Background: an optimization exercise with open tools, aiming at small area and a short achievable clock period. Do not read the settings as production practice. In this exercise RTL edits were held to simulation tests only and were not proved equivalent to the original. Power figures rest on the tool's default switching activity, not on a simulated workload.

File: design/flow/design.v
package udp_pkg;
  typedef struct packed {
    logic [15:0] src_port;
    logic [15:0] dst_port;
    logic [15:0] length;
  } udp_hdr_t;
  typedef struct packed {
    logic [8-1:0] data;
    logic                   last;
  } rx_beat_t;
  typedef enum logic [3-1:0] {
    CTRL       = 3'd0,
    SEND_PORTS = 3'd1,
    SEND_LEN   = 3'd2,
    RECV_PORTS = 3'd3,
    RECV_LEN   = 3'd4,
    STATUS     = 3'd5
  } csr_addr_e;
endpackage
`timescale 1ns/1ns
module udp_bridge_top
(
  input  logic                   i_clk_axi,
  input  logic                   i_rst_axi,
  input  logic                   i_csr_wr,
  input  logic                   i_csr_rd,
  input  logic [3-1:0] i_csr_addr,
  input  logic [32-1:0] i_csr_wdata,
  output logic [32-1:0] o_csr_rdata,
  input  logic                   i_out_wr,
  input  logic [8-1:0] i_out_data,
  output logic                   o_out_full,
  input  logic                   i_in_rd,
  output logic [8-1:0] o_in_data,
  output logic                   o_in_last,
  output logic                   o_in_empty,
  output logic                   o_tx_valid,
  output logic [8-1:0] o_tx_data,
  output logic                   o_tx_last,
  input  logic                   i_tx_credit,
  input  logic                   i_rx_valid,
  input  logic [8-1:0] i_rx_data,
  input  logic                   i_rx_last,
  output logic                   o_rx_credit,
  output logic                   o_pkt_sent,
  output logic                   o_pkt_recv
);
  logic [15:0] send_src, send_dst, send_len;
  logic [47:0] recv_q;
  logic        irq_sent, irq_recv;
  logic        recv_seen;
  logic [31:0] rdata_q;
  logic        wr_ctrl, send_req, clear_irq, tx_done, recv_valid;
  logic [31:0] rd_mux;
  logic [4:0]  ocnt, icnt;
  assign wr_ctrl   = i_csr_wr && (i_csr_addr == 3'd0);
  assign send_req  = wr_ctrl && i_csr_wdata[0];
  assign clear_irq = wr_ctrl && i_csr_wdata[1];
  always_ff @(posedge i_clk_axi) begin
    if (i_rst_axi) begin
      send_src <= '0;
      send_dst <= '0;
      send_len <= '0;
    end else if (i_csr_wr) begin
      if (i_csr_addr == 3'd1) begin
        send_src <= i_csr_wdata[15:0];
        send_dst <= i_csr_wdata[31:16];
      end
      if (i_csr_addr == 3'd2) send_len <= i_csr_wdata[15:0];
    end
  end
  always_ff @(posedge i_clk_axi) begin
    if (i_rst_axi) begin
      irq_sent <= 1'b0;
      irq_recv <= 1'b0;
    end else begin
      if (clear_irq) begin
        irq_sent <= 1'b0;
        irq_recv <= 1'b0;
      end
      if (tx_done) irq_sent <= 1'b1;
      if (recv_valid) irq_recv <= 1'b1;
    end
  end
  logic sel1, sel2, sel3, sel4, sel5;
  assign sel1 = (i_csr_addr == 3'd1);
  assign sel2 = (i_csr_addr == 3'd2);
  assign sel3 = (i_csr_addr == 3'd3) && recv_seen;
  assign sel4 = (i_csr_addr == 3'd4) && recv_seen;
  assign sel5 = (i_csr_addr == 3'd5);
  assign rd_mux = ({32{sel1}} & {send_dst, send_src})
                | ({32{sel2}} & {16'h0000, send_len})
                | ({32{sel3}} & {recv_q[31:16], recv_q[47:32]})
                | ({32{sel4}} & {16'h0000, recv_q[15:0]})
                | ({32{sel5}} & {11'h000, ocnt, 3'b000, icnt, 6'b0, irq_sent, irq_recv});
  always_ff @(posedge i_clk_axi) begin
    if (i_rst_axi) rdata_q <= '0;
    else if (i_csr_rd) rdata_q <= rd_mux;
  end
  localparam logic [1:0] S_IDLE = 2'd0, S_PEND = 2'd1, S_HDR = 2'd2, S_PAY = 2'd3;
  logic [1:0]  st;
  logic [2:0]  idx;
  logic [7:0]  h_srclo;
  logic [15:0] h_dst, h_len;
  logic [2:0]  cred;
  logic        tx_valid_q, tx_last_q, hd_valid;
  logic [7:0]  tx_data_q;
  logic [7:0]  omem [16];
  logic [3:0]  owr, ord;
  logic        beat, in_hdr, in_pay, pay_pop, ring_ne, need_head;
  logic        hd_valid_n, cred_nz_n;
  logic [1:0]  st_n;
  logic [15:0] len8;
  logic [7:0]  hbyte;
  assign beat    = tx_valid_q;
  assign in_hdr  = (st == S_HDR);
  assign in_pay  = (st == S_PAY);
  assign pay_pop = beat && in_pay;
  assign tx_done = beat && tx_last_q;
  assign ring_ne = (ocnt != {4'b0, hd_valid});
  assign need_head = (in_pay && (!hd_valid || beat)) || (in_hdr && beat && (idx == 3'd7));
  assign hd_valid_n = need_head ? (ring_ne || i_out_wr) : hd_valid;
  assign cred_nz_n = i_tx_credit || (cred > 3'd1) || ((cred == 3'd1) && !beat);
  assign len8    = h_len + 16'd8;
  logic [4:0]  ocnt_wr, ocnt_nowr;
  assign ocnt_nowr  = pay_pop ? ocnt - 5'd1 : ocnt;
  assign ocnt_wr    = pay_pop ? ocnt : ocnt + 5'd1;
  always_comb begin
    case (idx)
      3'd0:    hbyte = h_srclo;
      3'd1:    hbyte = h_dst[15:8];
      3'd2:    hbyte = h_dst[7:0];
      3'd3:    hbyte = len8[15:8];
      3'd4:    hbyte = len8[7:0];
      default: hbyte = 8'h00;
    endcase
  end
  always_comb begin
    st_n = st;
    case (st)
      S_IDLE: if (send_req) st_n = S_PEND;
      S_PEND: st_n = S_HDR;
      S_HDR:  if (beat && idx == 3'd7) st_n = tx_last_q ? S_IDLE : S_PAY;
      S_PAY:  if (beat && tx_last_q) st_n = S_IDLE;
      default: st_n = S_IDLE;
    endcase
  end
  always_ff @(posedge i_clk_axi) begin
    if (i_rst_axi) begin
      st         <= S_IDLE;
      idx        <= '0;
      cred       <= 3'(4);
      tx_valid_q <= 1'b0;
      hd_valid   <= 1'b0;
      ocnt       <= '0;
      owr        <= '0;
      ord        <= '0;
    end else begin
      st         <= st_n;
      cred       <= cred - 3'(beat) + 3'(i_tx_credit);
      tx_valid_q <= ((st_n == S_HDR) || ((st_n == S_PAY) && hd_valid_n)) && cred_nz_n;
      hd_valid   <= hd_valid_n;
      ocnt       <= i_out_wr ? ocnt_wr : ocnt_nowr;
      if (st == S_PEND) idx <= '0;
      else if (in_hdr && beat) idx <= idx + 3'd1;
      if (i_out_wr) owr <= owr + 4'd1;
      if (need_head && (ring_ne || i_out_wr)) ord <= ord + 4'd1;
    end
  end
  for (genvar k = 0; k < 16; k++) begin : g_omem
    logic osel;
    assign osel = (owr == 4'(k));
    always_ff @(posedge i_clk_axi) begin
      if (i_out_wr && osel) omem[k] <= i_out_data;
    end
  end
  always_ff @(posedge i_clk_axi) begin
    if (st == S_PEND) begin
      h_srclo <= send_src[7:0];
      h_dst   <= send_dst;
      h_len   <= send_len;
    end else if (pay_pop) begin
      h_len   <= h_len - 16'd1;
    end
  end
  always_ff @(posedge i_clk_axi) begin
    if (i_rst_axi) begin
      tx_data_q <= '0;
      tx_last_q <= 1'b0;
    end else if (st == S_PEND) begin
      tx_data_q <= send_src[15:8];
      tx_last_q <= 1'b0;
    end else if (in_hdr && beat && idx != 3'd7) begin
      tx_data_q <= hbyte;
      tx_last_q <= (idx == 3'd6) && (h_len == 16'd0);
    end else if (need_head) begin
      tx_data_q <= ring_ne ? omem[ord] : i_out_data;
      tx_last_q <= pay_pop ? (h_len == 16'd2) : (h_len == 16'd1);
    end
  end
  logic [2:0]  hcnt;
  logic        pay_ph;
  logic [47:0] hsh;
  logic [3:0]  owed;
  logic        rxc_q;
  logic [8:0]  imem [15];
  logic [3:0]  iwr, ird;
  logic [8:0]  ihead;
  logic        iempty;
  logic        hdr_take, ipush, ipop, head_w, ring_w, ring_r, icnt1;
  assign hdr_take   = i_rx_valid && !pay_ph;
  assign ipush      = i_rx_valid && pay_ph;
  assign recv_valid = ipush && i_rx_last;
  assign ipop       = i_in_rd;
  assign icnt1      = (icnt == 5'd1);
  assign head_w     = ipush && (iempty || (ipop && icnt1));
  assign ring_w     = ipush;
  assign ring_r     = ipop && !icnt1;
  logic        iring_wsel;
  logic [4:0]  icnt_inc, icnt_dec;
  logic [3:0]  owed_dec, owed_inc;
  assign iring_wsel = pay_ph;
  assign icnt_inc   = icnt + 5'd1;
  assign icnt_dec   = icnt - 5'd1;
  assign owed_dec   = (owed == 4'd0) ? 4'd0 : owed - 4'd1;
  assign owed_inc   = owed + 4'd1;
  always_ff @(posedge i_clk_axi) begin
    if (i_rst_axi) begin
      hcnt      <= '0;
      pay_ph    <= 1'b0;
      recv_seen <= 1'b0;
    end else begin
      if (hdr_take) begin
        hcnt <= hcnt + 3'd1;
        if (hcnt == 3'd7) pay_ph <= 1'b1;
      end else if (recv_valid) begin
        pay_ph <= 1'b0;
      end
      if (recv_valid) recv_seen <= 1'b1;
    end
  end
  always_ff @(posedge i_clk_axi) begin
    if (recv_valid) recv_q <= hsh;
  end
  always_ff @(posedge i_clk_axi) begin
    if (hdr_take && (hcnt < 3'd6)) hsh <= {hsh[39:0], i_rx_data};
  end
  always_ff @(posedge i_clk_axi) begin
    if (i_rst_axi) begin
      icnt   <= '0;
      iempty <= 1'b1;
      iwr    <= '0;
      ird    <= '0;
    end else begin
      icnt   <= (ipush && !ipop) ? icnt_inc : (ipop && !ipush) ? icnt_dec : icnt;
      iempty <= !ipush && (iempty || (icnt1 && ipop));
      if (ring_w) iwr <= (iwr == 4'd14) ? 4'd0 : iwr + 4'd1;
      if (ring_r || head_w) ird <= (ird == 4'd14) ? 4'd0 : ird + 4'd1;
    end
  end
  for (genvar k = 0; k < 15; k++) begin : g_imem
    logic isel;
    assign isel = iring_wsel && (iwr == 4'(k));
    always_ff @(posedge i_clk_axi) begin
      if (i_rx_valid && isel) imem[k] <= {i_rx_data, i_rx_last};
    end
  end
  always_ff @(posedge i_clk_axi) begin
    if (i_rst_axi) ihead <= '0;
    else if (ring_r) ihead <= imem[ird];
    else if (head_w) ihead <= {i_rx_data, i_rx_last};
  end
  always_ff @(posedge i_clk_axi) begin
    if (i_rst_axi) begin
      rxc_q <= 1'b0;
      owed  <= '0;
    end else begin
      rxc_q <= (owed != 4'd0) || hdr_take || ipop;
      owed  <= (hdr_take && ipop) ? owed_inc : (hdr_take || ipop) ? owed : owed_dec;
    end
  end
  assign o_csr_rdata = rdata_q;
  assign o_out_full  = ocnt[4];
  assign o_in_data   = ihead[8:1];
  assign o_in_last   = ihead[0];
  assign o_in_empty  = iempty;
  assign o_tx_valid  = tx_valid_q;
  assign o_tx_data   = tx_data_q;
  assign o_tx_last   = tx_last_q;
  assign o_rx_credit = rxc_q;
  assign o_pkt_sent  = irq_sent;
  assign o_pkt_recv  = irq_recv;
endmodule
File: design/flow/constraint.sdc
create_clock -name core_clock -period 6.0 [get_ports {i_clk_axi}]
set_input_delay 1.2000 -clock core_clock [delete_from_list [all_inputs] [get_ports {i_clk_axi}]]
set_output_delay 1.2000 -clock core_clock [all_outputs]
set_load 0.01 [all_outputs]
File: design/flow/standard.sh
#!/bin/bash
# synth_recipe.tcl (not shown) runs the flow's synth.tcl, then flattens the netlist and writes it again
# the make line also repeats each setting of config.mk as NAME=value (left out here)
make -C /OpenROAD-flow-scripts/flow DESIGN_CONFIG=/design/flow/config.mk WORK_HOME=/design/flow/orfs CLKGATE_MAP_FILE= SYNTH_SCRIPT=/design/flow/synth_recipe.tcl "${@:-finish}"
File: design/flow/flow/run.sh
#!/bin/bash
# Own flow: the standard layout (standard.sh) with two changes: the port buffers start
# as buf_2 instead of the resizer's default pick, and clock tree synthesis adds no dummy
# loads. The whole make output goes to standard.log; ORFS keeps each step's log under orfs/logs.
set -uo pipefail
bash standard.sh \
  "BUFFER_PORTS_ARGS=-buffer_cell sky130_fd_sc_hd__buf_2" \
  "CTS_ARGS=-sink_clustering_enable -repair_clock_nets -sink_clustering_size 24 -sink_clustering_max_diameter 60 -dont_use_dummy_load" \
  finish > standard.log 2>&1
File: design/flow/config.mk
export PLATFORM = sky130hd
export DESIGN_NAME = udp_bridge_top
export DESIGN_NICKNAME = udp_bridge_top
export VERILOG_FILES = /design/flow/design.v
export SDC_FILE = /design/flow/constraint.sdc
export NUM_CORES = 4
export LEC_CHECK = 0
export CAP_MARGIN = 20
export CORE_MARGIN = 2
export CORE_UTILIZATION = 60
export SETUP_SLACK_MARGIN = 3.85
export SLEW_MARGIN = 20
==> results.txt, run 1 <==
initial drt markers=1,685; Starting Density=61.1%; Clk Latency, worst-skew pair=0.56 ns; Wirelength per Cell=24.8 um; Die Height=197 um; TritonCTS Buffers=38; status=complete, no violations; fin nets=2,045; CTS H-tree lvls=2; final hold vios=0; cell area after layout=26,500 um^2; Worst EP arrival=2.72 ns; placer congestion estimate=0.886; first-pass GRT wire length=88,100 um; peak supply drop=0.249 mV; CTS root buffer=clkbuf_16; mean post-synth cell area=12.7 um^2; Final setup viols=0; most common cell after layout, fill and taps aside=edfxtp_1; DIE WIDTH=197 um; Comb power frac=7.3%; crit-path cells=inv_4 > ha_4 > buf_2 > a222oi_1 > nand2_1 > a31o_4 > a2111oi_4 > o221a_2 > nor4_2; CTS Buffer Depth=3; clock transition at the registers of the reported paths=0.09 ns; final std cells w/o fill=2,413; Cell Area, Synth=22,400 um^2; count of cell types in the netlist=82; dpl ws=2.73 ns; worst hold start=hsh[7]$_DFFE_PP_; initial antenna violation count=0; Clock Power Share=32.7%; Async SR Flop Fraction=0%; Worst setup SP type=flop; Critical Path Slowest Stage Cell=a2111oi_4; die area=38,900 um^2; R2R Setup Slk=3.65 ns; routed vias=15,600; Post-DP Area=23,500 um^2; vias in the first global route=14,600; area delta synth->final=18.0%; Min-Delay Path Depth=0; cells after synthesis=1,772; drt first pass iters=6; sw frac=22.0%; Total GRT Usage=30.2%; CTS tree=yes; io pins=116; R2R cell count=9; Tmin final=2.35 ns; Lkg Pwr=8.94 nW; WHS=0.419 ns; Power, Total=7.00 mW; core area=36,700 um^2; row count=70; commonest cells after routing, fill and taps aside=edfxtp_1, nand2_1, nor2_1, a21oi_1, buf_4; post-route clock period utilization=39.2%; EDFF count, synth=399; Synth warnings=3; vias per cell=6.48; share of cells above drive strength 1=25.1%; Crit Path Class=flop to flop; Post-Syn Nets=1,870; final wirelength=59,900 um; Sinks on Clock Net=546; PortBufs=115; max-capacitance violation count=0; Post-CTS Hold Buffers=0; crit-path max FO=4; top_reg_cell synth=edfxtp_1; crit end category=flop; final core occ=72.1%; Worst Tran Pin Value=0.688 ns; RSZ-0062 raised after global routing=true; Final Slew Violations=0; NetSw=1.54 mW; Remaining DRCs=0; HP Class=flop to flop; total gr overflow=0; post-DP HPWL=37,800 um; placed cell count=2,261; pwr/cell area=264 nW/um^2; CP peak stage delay=0.40 ns; post-route ant nets=0; filler cell count=2,433; maximum clock rate=425 MHz; Final Skew=0.0490 ns; Yosys reg bits=546; worst r2r src=ord[0]$_SDFFE_PP0P_; setup TNS=0 ns; Antenna Cells=0; Worst slew margin=53.6%; Worst Path Required=6.37 ns; Seq/Total Area, Yosys=66.6%; setup ws final=3.65 ns; Int Power=5.46 mW; largest net degree at the start of global routing=77; source of the critical timing path=ord[0]$_SDFFE_PP0P_; Seq pwr share=60.0%
-- flip-flops by register name (all words and copies together), names as in the netlist, 5 cells and up --
register and flops:
h_dst 16, h_len 16, h_srclo 8, hsh 48, icnt 5, ihead 9, imem 135, ocnt 5
omem 128, rdata_q 32, recv_q 48, send_dst 16, send_len 16, send_src 16, tx_data_q 8
-- cells in the mapped netlist, types with 5 or more instances --
cell type	instances	area (um^2)
a211oi_1	25	188
xor2_1	16	140
a2111oi_1	5	50.1
mux2i_1	31	310
clkbuf_1	53	199
nand2_1	185	694
a311oi_1	24	210
a32o_1	5	50.1
nor2b_1	20	125
a22o_1	10	87.6
inv_1	35	131
nand3_1	32	160
a221oi_1	12	105
a21oi_1	113	566
a21o_1	6	45.0
nand2b_1	17	106
nor4_1	7	43.8
ha_1	36	450
nand4_1	9	56.3
buf_2	39	195
mux2_2	11	124
buf_4	6	45.0
a32oi_1	12	105
a22oi_1	69	518
o21ai_1	7	35.0
o21ai_0	53	265
nor3_1	25	125
or3_1	6	37.5
o22ai_1	16	100
and3_1	11	68.8
a222oi_1	26	260
dfxtp_1	147	2940
edfxtp_1	399	12000
nor2_1	143	537
a31oi_1	14	87.6
buf_1	10	37.5
nor3b_1	6	45.0
and2_1	20	125
xnor2_1	26	228
o211ai_1	7	52.6
-- layer usage --
metal | wire [um] | share of wire (%) | up-vias | global-route usage, %
met2 | 28900 | 48 | 703 | 48.3
met4 | 1400 | 2.3 | 0 | 8.94
met5 | 0 | 0 | - | 0
met1 | 24400 | 41 | 7789 | 42.5
met3 | 5170 | 8.6 | 102 | 5.69
li1 | - | - | 7037 | -
-- path summary, 6_finish.rpt --
| kind | endpoint |
|---|---|
| worst max register to register | tx_data_q[4]$_SDFFE_PP0P_ |
| worst max-delay path | tx_data_q[4]$_SDFFE_PP0P_ |
| worst min register to register | hsh[15]$_DFFE_PP_ |
| worst min-delay path | hsh[15]$_DFFE_PP_ |
-- power groups by stage --
stage | Sequential (mW) | Clock (mW) | Combinational (mW)
4_1_cts | 4.20 | 2.31 | 0.473
2_1_floorplan | 4.25 | 0 | 0.258
3_5_place_dp | 4.28 | 0 | 0.419
6_report | 4.20 | 2.29 | 0.513
3_3_place_gp | 4.27 | 0 | 0.408
5_1_grt | 4.20 | 2.43 | 0.553
-- worst max-delay path, delay by kind of cell, from the launching register on --
kind	cells	cell delay, ns
AOI/OAI and AO/OA	4	1.25
adders and majority gates	1	0.16
buffers and inverters	2	0.22
DFF	1	0.39
and+or+nand+nor	2	0.15
-- kinds of logic after synthesis --
kind of cell / synth area share, %
buffers and inverters: 2.86
multiplexers: 2.04
adder cells (fa/ha/maj): 2.19
AO/OA/AOI/OAI: 13.7
AND/OR/NAND/NOR: 11.0
XOR/XNOR: 1.64
flip-flops: 66.6
-- final cells by class --
class	count	area, um^2	share of cell area [%]
Clock buffer	38	951	3.59
Inverter	35	159	0.601
Multi-Input combinational cell	1080	7520	28.4
Sequential cell	546	15000	56.8
Tap cell	468	586	2.21
Timing Repair Buffer	246	2200	8.31
-- what timing repair did --
action / CTS / global route
gates resized for setup: 229 / 49
endpoints found under the setup margin: 302 / 207
cloned: 1 / 1
buffers inserted: 45 / 66
pin swaps: 22 / 37
==> inputs of run 2 (changes only) <==
--- a/design/flow/config.mk
+++ b/design/flow/config.mk
@@ -8,5 +8,5 @@
 export CAP_MARGIN = 20
 export CORE_MARGIN = 2
 export CORE_UTILIZATION = 60
-export SETUP_SLACK_MARGIN = 3.85
+export SETUP_SLACK_MARGIN = 3.9
 export SLEW_MARGIN = 20
==> run 2 against run 1 <==
Net effect: power fell by 0.75%; largest power group unchanged; fmax rose by 3.7%; largest cell class unchanged; register-to-register slack gained 0.08 ns; sequential power about the same; highest routed layer unchanged.
==> results.txt, run 2 <==
status=complete, no violations; CTS Buffer Depth=3 (unchanged); Post-DP Area=23,500 um^2 (+0.34%); Worst Hold Endpoint=recv_q[43]$_DFFE_PP_; maximum clock rate=441 MHz (+3.7%); Wirelength per Cell=25.0 um (+0.60%); top cells by area, synth=edfxtp_1, dfxtp_1, nand2_1, a21oi_1, nor2_1; R2R cell count=9 (unchanged); first-pass GRT wire length=88,800 um (+0.78%); io pins=116 (unchanged); area of the multi-input gates=7700 um^2 (+2.4%); Sinks on Clock Net=546 (unchanged); crit end category=flop; Post-Syn Nets=1,870 (unchanged); RSZ-0062 raised after global routing=true; CP peak stage delay=0.40 ns (about the same); TritonCTS Buffers=36 (-5.3%); Largest register FFs=135 (unchanged); Clk Latency, worst-skew pair=0.57 ns (about the same); vias in the first global route=14,700 (+0.99%); fin nets=2,032 (-0.64%); post-route ant nets=0 (unchanged); Min-Delay Path Depth=0 (unchanged); Antenna Cells=0 (unchanged); Worst Tran Pin Value=0.771 ns (+0.0834 ns); worst r2r src=ord[1]$_SDFFE_PP0P_; cell family with most CP delay=compound AO/OA/AOI/OAI gates; HP Class=flop to flop; area delta synth->final=18.9%; vias per cell=6.43 (-0.71%); pwr/cell area=260 nW/um^2 (-1.5%); crit-path max FO=5 (+1); PortBufs=115 (unchanged); Reg area=15,000 um^2 (about the same); Worst EP arrival=2.66 ns (-0.06 ns); share of cells above drive strength 1=26.5% (+1.4 points); filler cell count=2,480 (+1.9%); Worst Path Required=6.39 ns (+0.02 ns); placer congestion estimate=0.881 (-0.56%); final core occ=72.7% (+0.58 points); most common cell after layout, fill and taps aside=edfxtp_1; core area=36,700 um^2 (unchanged); Async SR Flop Fraction=0% (unchanged); Yosys top cell by area=edfxtp_1; mean post-synth cell area=12.7 um^2 (unchanged); source of the critical timing path=ord[1]$_SDFFE_PP0P_; Final Slew Violations=0 (unchanged); Worst setup SP type=flop; Tmin final=2.27 ns (-0.0834 ns); Lkg Pwr=8.97 nW (+0.39%); crit-path cells=inv_4 > ha_4 > buf_12 > a222oi_1 > nand2_1 > a31o_4 > a2111oi_4 > o221a_2 > nor4_2; commonest cells after routing, fill and taps aside=edfxtp_1, nand2_1, nor2_1, a21oi_1, buf_4; cells after synthesis=1,772 (unchanged); CTS root buffer=clkbuf_16; total gr overflow=0 (unchanged); WHS=0.414 ns (-0.00561 ns); max-capacitance violation count=0 (unchanged); die area=38,900 um^2 (unchanged); Largest Register=imem; CTS tree=yes; Yosys reg bits=546 (unchanged); worst hold start=hsh[43]$_DFFE_PP_; Synth warnings=3 (unchanged); count of cell types in the netlist=82 (unchanged); final hold vios=0 (unchanged); Seq/Total Area, Yosys=66.6% (unchanged); post-DP HPWL=37,200 um (-1.5%); largest net degree at the start of global routing=83 (+7.8%); routed vias=15,400 (-1.2%); row count=70 (unchanged); DIE WIDTH=197 um (unchanged); Remaining DRCs=0 (unchanged); Power, Total=6.94 mW (-0.75%); Worst R2R End=tx_data_q[4]$_SDFFE_PP0P_; Crit Path Class=flop to flop; peak supply drop=0.259 mV (+3.8%); setup TNS=0 ns (unchanged); Final setup viols=0 (unchanged); cell area after layout=26,700 um^2 (+0.80%); top cells by count, synth=edfxtp_1, nand2_1, dfxtp_1, nor2_1, a21oi_1; Cell Area, Synth=22,400 um^2 (unchanged); CTS H-tree lvls=2 (unchanged); drt first pass iters=6 (unchanged); Buf/Inv on CP=2 (unchanged); Final Skew=0.0384 ns (-0.0106 ns); final wirelength=59,900 um (about the same); Critical Path Slowest Stage Cell=dfxtp_4; initial antenna violation count=0 (unchanged); post-synth top area share=53.4% (unchanged); EDFF count, synth=399 (unchanged); biggest regs=imem x135, omem x128; Die Height=197 um (unchanged); clock transition at the registers of the reported paths=0.08 ns (about the same); Worst slew margin=48.0% (-5.6 points); most frequent cell after synthesis=edfxtp_1; R2R Setup Slk=3.73 ns (+0.08 ns); top_reg_cell synth=edfxtp_1; initial drt markers=1,795 (+6.5%); Total GRT Usage=30.5% (+0.31 points); Starting Density=61.1% (unchanged); post-route clock period utilization=37.8% (-1.4 points)
[run 2: cell counts after synthesis]
Identical to the previous run, type by type.
[run 2: through the flow]
stage	instances	setup slack [ns]
2_1_floorplan	1772	3.24
3_3_place_gp	2260	2.78
3_5_place_dp	2260	2.71
4_1_cts	2355	3.69
5_1_grt	2400	3.64
6_report	2400	3.73
[run 2: logic make-up (layout without fill, tap and decap cells)]
group,Yosys count,after routing,synth area share (%)
flip-flops,546,546,66.6
XOR/XNOR,42,42,1.64
multiplexers,43,43,2.04
AO/OA/AOI/OAI,442,442,13.7
adder cells (fa/ha/maj),38,38,2.19
buffers and inverters,146,306,2.86
AND/OR/NAND/NOR,515,515,11.0
[run 2: timing repair]
| item | CTS | global route |
|---|---|---|
| pin swaps | 40 | 42 |
| buffers inserted | 54 | 41 |
| gates cloned | 5 | 3 |
| resized for setup | 250 | 69 |
| hold buffers | 0 | 0 |
| endpoints found under the setup margin | 345 | 195 |
[run 2: how the worst max path moves through the flow]
stage	end	depth (start not counted)	slack [ns]
global route	tx_data_q[4]$_SDFFE_PP0P_	9	3.64
CTS	tx_data_q[4]$_SDFFE_PP0P_	9	3.69
global placement	hsh[45]$_DFFE_PP_	4	2.78
floorplan	hsh[0]$_DFFE_PP_	3	3.24
detailed placement	hsh[45]$_DFFE_PP_	4	2.71
finish	tx_data_q[4]$_SDFFE_PP0P_	9	3.73
[run 2: area by class of cell]
type	count	area share [%]
Multi-Input combinational cell	1080	28.9
Clock buffer	36	3.38
Inverter	35	0.615
Timing Repair Buffer	235	8.58
Tap cell	468	2.20
Sequential cell	546	56.4
[run 2: routing by layer]
layer | part of all wire, % | vias to the layer above | wire [um] | track usage (%)
li1 | - | 7006 | - | -
met1 | 41 | 7643 | 24800 | 44.0
met2 | 47 | 691 | 28400 | 48.3
met3 | 8.7 | 96 | 5230 | 4.80
met4 | 2.5 | 0 | 1480 | 9.13
met5 | 0 | - | 0 | 0
[run 2: report_power, final]
part	internal (mW)	switching [mW]
registers	4.12	0.0758
logic	0.213	0.300
clock network	1.07	1.17

==> port drivers added, routing unchanged <==
The results above use ideal ports. As a check the final layouts listed here were re-extracted and re-timed, cells and wires unchanged.
Step 1: set_driving_cell puts a clkbuf_16 on i_clk_axi and a buf_2 on each other input, an assumption about the parent block.
Step 2, shift: input delay + t, output delay - t, t = (earliest + latest rising clock arrival at the registers) / 2. This alone moves slack from input paths to output paths.
a / b / c = ideal / step 1 / step 2; a / b = the first two.
run	t (ns)	slack for setup (ns)	slew at the worst register clock pin (ns)
run 1	0.586	3.647 / 3.647 / 3.249	0.09 / 0.09
run 2	0.596	3.731 / 3.692 / 3.274	0.10 / 0.10
After both steps setup and hold are still met in every run listed. The setup slack of run 2, which loses most, moves by -0.039 ns with the drivers and by -0.457 ns with both steps.
